Source: an optimization exercise on an open RTL-to-GDS flow (aim: small area, a short achievable clock period and few clock cycles per item). Production flows keep margins and buffers that such runs may drop.
In this exercise RTL edits were held to simulation tests only and were not proved equivalent to the original.
Power and IR drop assume default switching activity.

==> flow/design.v, too long to show whole: its modules and the start of the top module <==
// module mac_lane: 463 lines
// module fa: 8 lines
// module ao22: 7 lines
// module xnor2m: 7 lines
// module xor2m: 7 lines
// module matrix_pipeline_mac_top: 475 lines
module matrix_pipeline_mac_top
(
    input  wire logic              clk,
    input  wire logic              rst,
    input  wire logic              start,
    input  wire logic [DATA_W-1:0] a11,
    input  wire logic [DATA_W-1:0] a12,
    input  wire logic [DATA_W-1:0] a13,
    input  wire logic [DATA_W-1:0] a21,
    input  wire logic [DATA_W-1:0] a22,
    input  wire logic [DATA_W-1:0] a23,
    input  wire logic [DATA_W-1:0] a31,
    input  wire logic [DATA_W-1:0] a32,
    input  wire logic [DATA_W-1:0] a33,
    input  wire logic [DATA_W-1:0] b11,
    input  wire logic [DATA_W-1:0] b12,
    input  wire logic [DATA_W-1:0] b13,
    input  wire logic [DATA_W-1:0] b21,
    input  wire logic [DATA_W-1:0] b22,
    input  wire logic [DATA_W-1:0] b23,
    input  wire logic [DATA_W-1:0] b31,
    input  wire logic [DATA_W-1:0] b32,
    input  wire logic [DATA_W-1:0] b33,
    output wire logic [OUT_W-1:0]  c11,
    output wire logic [OUT_W-1:0]  c12,
    output wire logic [OUT_W-1:0]  c13,
    output wire logic [OUT_W-1:0]  c21,
    output wire logic [OUT_W-1:0]  c22,
    output wire logic [OUT_W-1:0]  c23,
    output wire logic [OUT_W-1:0]  c31,
    output wire logic [OUT_W-1:0]  c32,
    output wire logic [OUT_W-1:0]  c33,
    output wire logic              done
);
  // ...
==> flow/run.sh <==
#!/bin/bash
# synth_recipe.tcl (not shown) runs the flow's synth.tcl, then flattens the netlist and writes it again
# the make line also repeats each setting of config.mk as NAME=value (left out here)
make -C /OpenROAD-flow-scripts/flow DESIGN_CONFIG=/design/flow/config.mk WORK_HOME=/design/flow/orfs CLKGATE_MAP_FILE= SYNTH_SCRIPT=/design/flow/synth_recipe.tcl finish
==> flow/config.mk <==
export PLATFORM = sky130hd
export DESIGN_NAME = matrix_pipeline_mac_top
export DESIGN_NICKNAME = matrix_pipeline_mac_top
export VERILOG_FILES = /design/flow/design.v
export SDC_FILE = /design/flow/constraint.sdc
export NUM_CORES = 4
export LEC_CHECK = 0
export CAP_MARGIN = 60
export CORE_MARGIN = 2
export CORE_UTILIZATION = 55
export SLEW_MARGIN = 60
export SYNTH_HIERARCHICAL = 1
==> flow/constraint.sdc <==
create_clock -name core_clock -period 8.0 [get_ports {clk}]
set_input_delay 1.6000 -clock core_clock [delete_from_list [all_inputs] [get_ports {clk}]]
set_output_delay 1.6000 -clock core_clock [all_outputs]
set_load 0.01 [all_outputs]
==> summary.md, run 1 <==
| Metric | Value |
|---|---|
| Outcome | `no timing/DRC/antenna violations` |
| Synth area leaders | `fa_1, a22o_1, dfrtp_1, dfxtp_1, a21oi_1` |
| Crit path setup slack, layout | `3400 ps` |
| Worst Tran Pin Value | `around 650 ps` |
| Setup-failing EPs final | `0` |
| Grt total ovfl | `0` |
| Top FF cell, synth | `dfxtp_1` |
| RSZ-0062 raised after global routing | `no` |
| Setup crit start | `r_k[1][2]` |
| Initial antenna violation count | `12` |
| Number of CTS-inserted buffers | `54` |
| Number of synthesized flops with an enable pin | `0` |
| Seq/Total Area, Yosys | `0.196` |
| Power Clock | `between 2 and 3 mW` |
| Biggest register | `r_c` |
| Sequential power share | `0.189` |
| Setup tns final | `0 ps` |
| Post-synth top cells | `a21oi_1, fa_1, a22o_1` |
| Vias per cell | `around 7.0` |
| Worst path cell trace | `a21o_1 > a31oi_1 > o311ai_2 > a31o_1 > and2_1 > xor2_1 > clkdlybuf4s50_1` |
| Repair and plain buffers | `445` |
| Post-CTS setup buffer count | `0` |
| Via Count | `roughly 46000` |
| Most frequent cell after synthesis | `a21oi_1` |
| Max-slew headroom at the worst pin | `0.567` |
| Netlist cell types | `47` |
| Comb power frac | `0.701` |
| Worst R2R Setup Slack | `between 3000 and 4000 ps` |
| Static leakage | `22.0 nW` |
| Min cycle time layout | `4600 ps` |
| Clock tree buffer depth | `3` |
| Final Max Tran Viols | `0` |
| Final #Nets | `between 6000 and 7000` |
| Met2 Routed Length | `roughly 92000 um` |
| Worst Hold Depth | `1` |
| Largest net degree at the start of global routing | `about 110` |
| Power per Cell Area | `between 300 and 400 mW/mm^2` |
| Final hold slack | `between 500 and 600 ps` |
| Total stage count of the critical path | `7` |
| FF-to-FF Start | `r_s3[1][1]` |
| Post-place setup slack | `about 3500 ps` |
| Dpl cell area | `0.0568 mm^2` |
| Post-route DRC | `0` |
Testbench counts, summed over its fixed seeds: cycles 16,000, items 8,000.
==> inputs of run 2 (changes only) <==
--- a/flow/config.mk
+++ b/flow/config.mk
@@ -8,5 +8,6 @@
 export CAP_MARGIN = 60
 export CORE_MARGIN = 2
 export CORE_UTILIZATION = 55
+export SETUP_SLACK_MARGIN = 3.8
 export SLEW_MARGIN = 60
 export SYNTH_HIERARCHICAL = 1
==> summary.md, run 2 <==
| Metric | Value |
|---|---|
| Gr usage total | `0.415 (was 0.418)` |
| Core ar. | `0.0963 mm^2 (unchanged)` |
| Clock tree buffer depth | `3 (unchanged)` |
| Switching share of power | `0.461 (was 0.458)` |
| Sequential power share | `0.181 (was 0.189)` |
| Slowest CP cell | `clkdlybuf4s50_1 (unchanged)` |
| Biggest area consumer among synthesized cells | `fa_1 (unchanged)` |
| RD Place Congestion | `0.986 (was 0.980)` |
| Largest registers | `r_c: 144 flops, r_t: 81 flops, r_a: 72 flops (unchanged)` |
| CTS Sinks | `470 (unchanged)` |
| CP Capture Type | `primary output (unchanged)` |
| Number of global-route vias before repair | `47400 (was 47000)` |
| Crit path setup slack, layout | `3830 ps (was 3400 ps)` |
| FF-to-FF Start | `r_s3[4][0] (was r_s3[1][1])` |
| Top cell type's share of synthesized area | `0.288 (unchanged)` |
| Top FF cell, synth | `dfxtp_1 (unchanged)` |
| Synth Cell Area | `0.0532 mm^2 (unchanged)` |
| Yosys warns | `27 (unchanged)` |
| Die W | `315 um (unchanged)` |
| Worst hold path class | `flip-flop to flip-flop (unchanged)` |
| Dpl cell area | `0.0569 mm^2 (was 0.0568 mm^2)` |
| Grt total ovfl | `0 (unchanged)` |
| CP Class | `flip-flop to primary output (unchanged)` |
| Hold Crit Endpoint | `r_c[0][0] (was r_c[1][0])` |
| Delay-heaviest family, CP | `buffers and inverters (was compound AO/OA/AOI/OAI gates)` |
| Final design utilization | `0.624 (was 0.611)` |
| Bufs and invs on worst path | `2 (was 1)` |
| Post-place setup slack | `3440 ps (was 3550 ps)` |
| Synth Instances | `5052 (unchanged)` |
| Post-route DRC | `0 (unchanged)` |
| Syn Nets | `6045 (unchanged)` |
| Seq/Total Area, Yosys | `0.196 (unchanged)` |
| Ratio of final minimum period to clock period | `0.521 (was 0.575)` |
| Design Area, Final | `0.0601 mm^2 (was 0.0588 mm^2)` |
| Highest routed layer | `met5 (unchanged)` |
| DRT iter0 DRCs | `5401 (was 5691)` |
| Routed Wire Length | `207000 um (was 208000 um)` |
| Number of CTS-inserted buffers | `55 (was 54)` |
| Met1 wire length | `71200 um (was 72500 um)` |
| Final ANT Viol Nets | `0 (unchanged)` |
| Max Cap Viol | `0 (unchanged)` |
| Setup crit start | `r_k[3][0] (was r_k[1][2])` |
| Vias per cell | `6.99 (was 7.04)` |
| Commonest non-fill, non-tap cell in the layout | `a22o_1 (was a21oi_1)` |
| Global-route wire length before repair | `304000 um (was 306000 um)` |
| Worst R2R Setup Slack | `3850 ps (was 3420 ps)` |
| Crit path largest cell delay | `580 ps (was 560 ps)` |
| Pwr Total | `23.7 mW (was 23.1 mW)` |
| Crit Reg-Reg Endpoint | `r_c[4][9] (was r_c[4][11])` |
| Row cnt | `114 (unchanged)` |
| Min cycle time layout | `4170 ps (was 4600 ps)` |
| Hold_sp | `r_c[0][0] (was r_c[1][0])` |
| RSZ-0062 raised after global routing | `yes (was no)` |
| Most frequent cell after synthesis | `a21oi_1 (unchanged)` |
| Peak VDD IR | `0.258 mV (was 0.312 mV)` |
| Final hold slack | `504 ps (about the same)` |
| Met2 Routed Length | `91900 um (was 91700 um)` |
| Synth area leaders | `fa_1, a22o_1, dfrtp_1, dfxtp_1, a21oi_1 (unchanged)` |
| Final #Nets | `6243 (was 6190)` |
| Drt pass-1 iters | `9 (was 8)` |
| CTS tree | `done (unchanged)` |
| H-tree levels | `2 (unchanged)` |
| Die ar. | `0.0993 mm^2 (unchanged)` |
| Final Hold Viols | `0 (unchanged)` |
| Final Max Tran Viols | `0 (unchanged)` |
| Final non-filler cell total | `6582 (was 6521)` |
| Die height | `315 um (unchanged)` |
| CTS root buf | `clkbuf_16 (unchanged)` |
| Max Freq | `240 MHz (was 218 MHz)` |
| Internal power component | `12.8 mW (was 12.5 mW)` |
| Worst path cell trace | `a31o_4 > o31ai_4 > buf_4 > nor2_1 > xor2_1 > clkdlybuf4s50_1 (was a21o_1 > a31oi_1 > o311ai_2 > a31o_1 > and2_1 > xor2_1 > clkdlybuf4s50_1)` |
| Setup-failing EPs final | `0 (unchanged)` |
| Comb power frac | `0.706 (was 0.701)` |
| Max-slew headroom at the worst pin | `0.559 (was 0.567)` |
| Largest register FFs | `144 (unchanged)` |
| # IOs | `292 (unchanged)` |
| Clk pwr share | `0.113 (was 0.110)` |
| Netlist cell types | `47 (unchanged)` |
| Type of origin of the critical path | `flip-flop (unchanged)` |
| Cells after DPL | `6422 (was 6411)` |
| Required arrival time at the worst endpoint | `6400 ps (about the same)` |
| Clk Latency, worst-skew pair | `690 ps (about the same)` |
| Most frequent cells in the layout | `a22o_1, fa_1, a21oi_1, xor2_1, clkdlybuf4s50_1 (was a21oi_1, fa_1, a22o_1, xor2_1, clkdlybuf4s50_1)` |
| Final Skew | `25.9 ps (was 40.7 ps)` |
| Syn-to-layout area delta | `12.8% (was 10.4%)` |
| Worst EP arrival | `2570 ps (was 3000 ps)` |
| CTS clock-pin slew for the worst setup and hold paths | `60 ps (was 70 ps)` |
| DPL Wire Length | `138000 um (was 137000 um)` |
| Outcome | `no timing/DRC/antenna violations (unchanged)` |
| Switching Power | `10.9 mW (was 10.6 mW)` |
| CTS Hold Buffers Added | `0 (unchanged)` |
| Avg WL per Cell | `31.5 um (was 31.9 um)` |
| Asr flop ratio synth | `0.445 (unchanged)` |
| Number of synthesized flops with an enable pin | `0 (unchanged)` |
| Worst Tran Pin Value | `661 ps (was 650 ps)` |
| Fraction of layout cells with a size suffix above 1 | `0.166 (was 0.139)` |
| Power per Cell Area | `394 mW/mm^2 (was 392 mW/mm^2)` |
| Biggest register | `r_c (unchanged)` |
| Static leakage | `22.7 nW (was 22.0 nW)` |
| Critical path peak fanout | `3 (was 4)` |
| Initial antenna violation count | `14 (was 12)` |
| Setup tns final | `0 ps (unchanged)` |
| Worst Reg-to-Reg Cells | `10 (unchanged)` |
| Worst Hold Depth | `1 (unchanged)` |
| Post-synth top cells | `a21oi_1, fa_1, a22o_1 (unchanged)` |
| Synthesized flop and latch total | `470 (unchanged)` |
| Metal3 WL | `27800 um (was 27700 um)` |
| Via Count | `46000 (was 45900)` |
| Initial Util | `0.553 (unchanged)` |
| Port bufs | `291 (unchanged)` |
| Largest net degree at the start of global routing | `68 (was 108)` |
| Syn Area/Cell | `10.5 um^2 (unchanged)` |
==> run 2: cell types whose count changed in the layout (fill, tap and decap cells not counted), sizes merged, moves of 4 or more <==
cell and change:
buf +58, bufinv +4, clkbuf +8, clkdlybuf4s15 +4, clkdlybuf4s50 -68, clkinv +6
diode +7, dlygate4sd2 +33, dlymetal6s2s +15
==> run 2: power by group through the flow <==
stage	clock, mW	combinational (mW)	sequential, mW
floorplan	0	15.7	3.86
global placement	0	16.1	4.23
detailed placement	0	16.3	4.25
CTS	2.70	16.4	4.21
global route	2.80	18.4	4.33
finish	2.66	16.7	4.29
==> run 2: kinds of logic (layout without fill, tap and decap cells) <==
kind of cell,Yosys count,after routing,synth area share
AO/OA/AOI/OAI,1968,1968,0.264
XOR/XNOR,486,486,0.0799
adder cells (fa/ha/maj),846,846,0.307
buffers and inverters,455,699,0.0522
flip-flops,470,470,0.196
multiplexers,204,204,0.0431
other,0,10,0
AND/OR/NAND/NOR,623,623,0.0580
==> run 2: worst max-delay path by stage <==
stage / to / cells past startpoint
global route: c21[9] / 6
CTS: c21[15] / 8
floorplan: r_busy / 1
finish: c21[9] / 6
detailed placement: r_c[4][9] / 11
global placement: r_c[4][9] / 11
==> run 2: area by class of cell <==
class / count / area (um^2)
Fill cell: 8067 / 36200
Multi-Input combinational cell: 4127 / 40500
Tap cell: 1276 / 1600
Timing Repair Buffer: 497 / 4890
Clock buffer: 71 / 1560
Inverter: 99 / 375
Antenna cell: 10 / 25.0
Clock inverter: 32 / 315
Sequential cell: 470 / 10800
==> run 2: Yosys stat by module, one instance, submodules excluded <==
| module | flip-flops and latches | cell area, um^2 |
|---|---|---|
| ao22 | 0 | 8.76 |
| fa | 0 | 20.0 |
| mac_lane | 0 | 1090 |
| matrix_pipeline_mac_top | 470 | 18100 |
| xnor2m | 0 | 8.76 |
| xor2m | 0 | 8.76 |
==> run 2: timing repair <==
action                     4_1_cts  5_1_grt
cloned                           0        0
pin swaps                       24       43
gates resized for setup        140      185
setup endpoints to repair      121      103
buffers inserted                31       14
==> run 2: per-layer routing <==
| layer | vias up | global-route usage |
|---|---|---|
| li1 | 18700 | - |
| met3 | 1000 | 0.149 |
| met2 | 3546 | 0.632 |
| met4 | 18 | 0.269 |
| met1 | 22800 | 0.498 |
| met5 | - | 0.00242 |
==> inputs of run 3 (changes only) <==
--- a/flow/config.mk
+++ b/flow/config.mk
@@ -8,6 +8,6 @@
 export CAP_MARGIN = 60
 export CORE_MARGIN = 2
 export CORE_UTILIZATION = 55
-export SETUP_SLACK_MARGIN = 3.8
+export SETUP_SLACK_MARGIN = 3.4
 export SLEW_MARGIN = 60
 export SYNTH_HIERARCHICAL = 1
==> summary.md, run 3 <==
| Metric | Value |
|---|---|
| Outcome | `no timing/DRC/antenna violations (unchanged)` |
| Ratio of final minimum period to clock period | `0.567 (was 0.521)` |
| Final Skew | `27.8 ps (was 25.9 ps)` |
| Peak VDD IR | `0.325 mV (was 0.258 mV)` |
| Synth area leaders | `fa_1, a22o_1, dfrtp_1, dfxtp_1, a21oi_1 (unchanged)` |
| Delay-heaviest family, CP | `compound AO/OA/AOI/OAI gates (was buffers and inverters)` |
| Setup tns final | `0 ps (unchanged)` |
| Commonest non-fill, non-tap cell in the layout | `a21oi_1 (was a22o_1)` |
| Worst Tran Pin Value | `628 ps (was 661 ps)` |
| Synthesized flop and latch total | `470 (unchanged)` |
| Worst R2R Setup Slack | `3490 ps (was 3850 ps)` |
| DRT iter0 DRCs | `5123 (was 5401)` |
| CTS Hold Buffers Added | `0 (unchanged)` |
| Type of origin of the critical path | `flip-flop (unchanged)` |
| Largest register FFs | `144 (unchanged)` |
| Max Freq | `220 MHz (was 240 MHz)` |
| Worst path cell trace | `a31o_2 > a31oi_4 > o21bai_2 > a31o_1 > and2_1 > xor2_1 > clkdlybuf4s50_1 (was a31o_4 > o31ai_4 > buf_4 > nor2_1 > xor2_1 > clkdlybuf4s50_1)` |
| Max Cap Viol | `0 (unchanged)` |
| Row cnt | `114 (unchanged)` |
| Post-Synth Simple-Gate Area | `0.0580 (unchanged)` |
| Biggest register | `r_c (unchanged)` |
| Setup-failing EPs final | `0 (unchanged)` |
| Synth Instances | `5052 (unchanged)` |
| RSZ-0062 raised after global routing | `yes (unchanged)` |
| Top cell type's share of synthesized area | `0.288 (unchanged)` |
| Die ar. | `0.0993 mm^2 (unchanged)` |
| Max-slew headroom at the worst pin | `0.581 (was 0.559)` |
| Synth Cell Area | `0.0532 mm^2 (unchanged)` |
| CTS clock-pin slew for the worst setup and hold paths | `60 ps (about the same)` |
| Seq/Total Area, Yosys | `0.196 (unchanged)` |
| Worst Reg-to-Reg Cells | `11 (was 10)` |
| Worst hold path class | `flip-flop to flip-flop (unchanged)` |
| Dpl cell area | `0.0569 mm^2 (about the same)` |
| Total stage count of the critical path | `7 (was 6)` |
| Drt pass-1 iters | `9 (unchanged)` |
| Clock tree buffer depth | `3 (unchanged)` |
| Required arrival time at the worst endpoint | `6400 ps (about the same)` |
| Port bufs | `291 (unchanged)` |
| Compound-gate portion of the synthesized area | `0.264 (unchanged)` |
| Vias per cell | `6.99 (about the same)` |
| Bufs and invs on worst path | `1 (was 2)` |
| Initial antenna violation count | `8 (was 14)` |
| Syn Nets | `6045 (unchanged)` |
| Biggest area consumer among synthesized cells | `fa_1 (unchanged)` |
| Crit Reg-Reg Endpoint | `r_c[4][9] (unchanged)` |
| CTS Sinks | `470 (unchanged)` |
| Post-Synth XOR/XNOR Area | `0.0799 (unchanged)` |
| Largest net degree at the start of global routing | `71 (was 68)` |
| CTS root buf | `clkbuf_16 (unchanged)` |
| # IOs | `292 (unchanged)` |
| Core ar. | `0.0963 mm^2 (unchanged)` |
| Global-route wire length before repair | `303000 um (was 304000 um)` |
| Post-synth top cells | `a21oi_1, fa_1, a22o_1 (unchanged)` |
| FF-to-FF Start | `r_s2[4][0] (was r_s3[4][0])` |
| Initial Util | `0.553 (unchanged)` |
| Final #Nets | `6195 (was 6243)` |
| Avg WL per Cell | `31.6 um (was 31.5 um)` |
| Via Count | `45600 (was 46000)` |
| Number of CTS-inserted buffers | `56 (was 55)` |
| Cells after DPL | `6415 (was 6422)` |
| Setup crit start | `r_k[6][0] (was r_k[3][0])` |
| Top FF cell, synth | `dfxtp_1 (unchanged)` |
| Final ANT Viol Nets | `0 (unchanged)` |
| Die W | `315 um (unchanged)` |
| Hold_sp | `r_c[5][0] (was r_c[0][0])` |
| Fraction of layout cells with a size suffix above 1 | `0.141 (was 0.166)` |
| Crit path largest cell delay | `550 ps (was 580 ps)` |
| Largest registers | `r_c: 144 flops, r_t: 81 flops, r_a: 72 flops (unchanged)` |
| Number of synthesized flops with an enable pin | `0 (unchanged)` |
| Static leakage | `22.1 nW (was 22.7 nW)` |
| Worst Setup EP | `c31[11] (was c21[9])` |
| Slowest CP cell | `clkdlybuf4s50_1 (unchanged)` |
| Mux cell area share after synthesis | `0.0431 (unchanged)` |
| Largest family of logic cells by synthesized area | `adder cells (unchanged)` |
| Most frequent cell after synthesis | `a21oi_1 (unchanged)` |
| H-tree levels | `2 (unchanged)` |
| Critical path peak fanout | `4 (was 3)` |
| RD Place Congestion | `0.973 (was 0.986)` |
| Power per Cell Area | `394 mW/mm^2 (about the same)` |
| Clk Latency, worst-skew pair | `680 ps (was 690 ps)` |
| Syn Area/Cell | `10.5 um^2 (unchanged)` |
| Netlist cell types | `47 (unchanged)` |
| CP Class | `flip-flop to primary output (unchanged)` |
| Post-route DRC | `0 (unchanged)` |
| Post-Synth Adder-Cell Area | `0.307 (unchanged)` |
| Die height | `315 um (unchanged)` |
| CP Capture Type | `primary output (unchanged)` |
| Min cycle time layout | `4540 ps (was 4170 ps)` |
| Asr flop ratio synth | `0.445 (unchanged)` |
| CTS tree | `done (unchanged)` |
| Syn-to-layout area delta | `10.8% (was 12.8%)` |
| Worst EP arrival | `2940 ps (was 2570 ps)` |
| Number of global-route vias before repair | `46800 (was 47400)` |
| Yosys warns | `27 (unchanged)` |
| Routed Wire Length | `206000 um (was 207000 um)` |
| Final Max Tran Viols | `0 (unchanged)` |
| Gr usage total | `0.413 (was 0.415)` |
| Grt total ovfl | `0 (unchanged)` |
| Design Area, Final | `0.0590 mm^2 (was 0.0601 mm^2)` |
| Most frequent cells in the layout | `a21oi_1, fa_1, a22o_1, xor2_1, clkdlybuf4s50_1 (was a22o_1, fa_1, a21oi_1, xor2_1, clkdlybuf4s50_1)` |
| Final non-filler cell total | `6528 (was 6582)` |
| DPL Wire Length | `137000 um (was 138000 um)` |
| Final Hold Viols | `0 (unchanged)` |
run 3: cell count changes in the layout (fill, tap and decap cells not counted), moves of 32 or more:
cell | before | now
clkdlybuf4s50_1 | 223 | 288
buf_6 | 47 | 3
a21oi_1 | 753 | 787
a21oi_2 | 36 | 2
dlygate4sd2_1 | 33 | 1
run 3: worst register-to-register path: stages (launching register included):
cell     delay, ps
dfxtp_1        720
buf_4          420
a22o_1         220
a21oi_2         70
fa_1           550
fa_1           450
fa_1           430
fa_1           410
fa_1           570
xor2_1         220
xor2_1          90
mux2_2         260
run 3: kinds of logic after synthesis:
family | count (synthesis)
xor+xnor | 486
flops | 470
fa+ha+maj | 846
mux | 204
compound gates | 1968
buf+inv | 455
simple gates | 623
run 3: stage by stage:
step	power [mW]	setup WS [ps]	utilization	hold WS (ps)
5_1_grt	25.0	3370	0.613	521
3_3_place_gp	20.2	3440	0.587	491
4_1_cts	23.2	3370	0.610	512
2_1_floorplan	19.6	3520	-	389
6_report	23.2	3460	0.613	506
3_5_place_dp	20.5	3580	0.591	498
run 3: layer usage:
| metal | global-route usage | up-vias | routed length (um) |
|---|---|---|---|
| li1 | - | 18600 | - |
| met1 | 0.498 | 22500 | 71800 |
| met2 | 0.632 | 3494 | 91000 |
| met3 | 0.137 | 1011 | 27100 |
| met4 | 0.268 | 18 | 16200 |
| met5 | 0.0198 | - | 355 |
run 3: power breakdown:
group / total [mW] / internal [mW] / switching (mW)
sequential: 4.33 / 3.12 / 1.20
clock: 2.64 / 1.52 / 1.12
combinational: 16.3 / 7.99 / 8.27
run 3: cell type report:
class | count | area (um^2)
Antenna cell | 4 | 10.0
Clock buffer | 77 | 1630
Clock inverter | 27 | 238
Fill cell | 8171 | 37300
Inverter | 99 | 375
Multi-Input combinational cell | 4127 | 40100
Sequential cell | 470 | 10700
Tap cell | 1276 | 1600
Timing Repair Buffer | 448 | 4290
run 3: worst min path at each step:
stage,endpoint,slack (ps),depth (start not counted)
floorplan,r_done,390,0
global placement,r_c[5][0],490,1
detailed placement,r_k[4][1],500,1
CTS,r_c[1][1],510,1
global route,r_k[7][1],520,1
finish,r_c[5][0],510,1
run 3: repair_timing:
action / 4_1_cts / 5_1_grt
resized for setup: 3 / 15
buffers inserted: 0 / 1
pin swaps: 0 / 4
endpoints found under the setup margin: 3 / 12
run 3: modules after synthesis, one instance, submodules excluded:
module / area, um^2 / flip-flops and latches / cells
fa: 20.0 / 0 / 1
matrix_pipeline_mac_top: 18100 / 470 / 1434
ao22: 8.76 / 0 / 1
xor2m: 8.76 / 0 / 1
mac_lane: 1090 / 0 / 188
xnor2m: 8.76 / 0 / 1

[what the ideal ports hide]
The results above use ideal ports. As a check the final layouts listed here were re-extracted and re-timed, cells and wires unchanged.
Step 1, drivers: a clkbuf_16 drives clk and a buf_2 each remaining input, both assumed.
Step 2, shift: input delay + t, output delay - t, t = (earliest + latest rising clock arrival at the registers) / 2. This alone moves slack from input paths to output paths.
a / b / c = no drivers / after step 1 / after step 2; a / b = the first two.
run | shift t [ns] | setup slack, ns | worst setup path at the end
run 1 | 0.744 | 3.403 / 3.333 / 3.420 | register to register
run 2 | 0.753 | 3.831 / 3.755 / 3.846 | register to register
run 3 | 0.742 | 3.463 / 3.388 / 3.494 | register to register
After both steps every run listed still meets setup and hold.
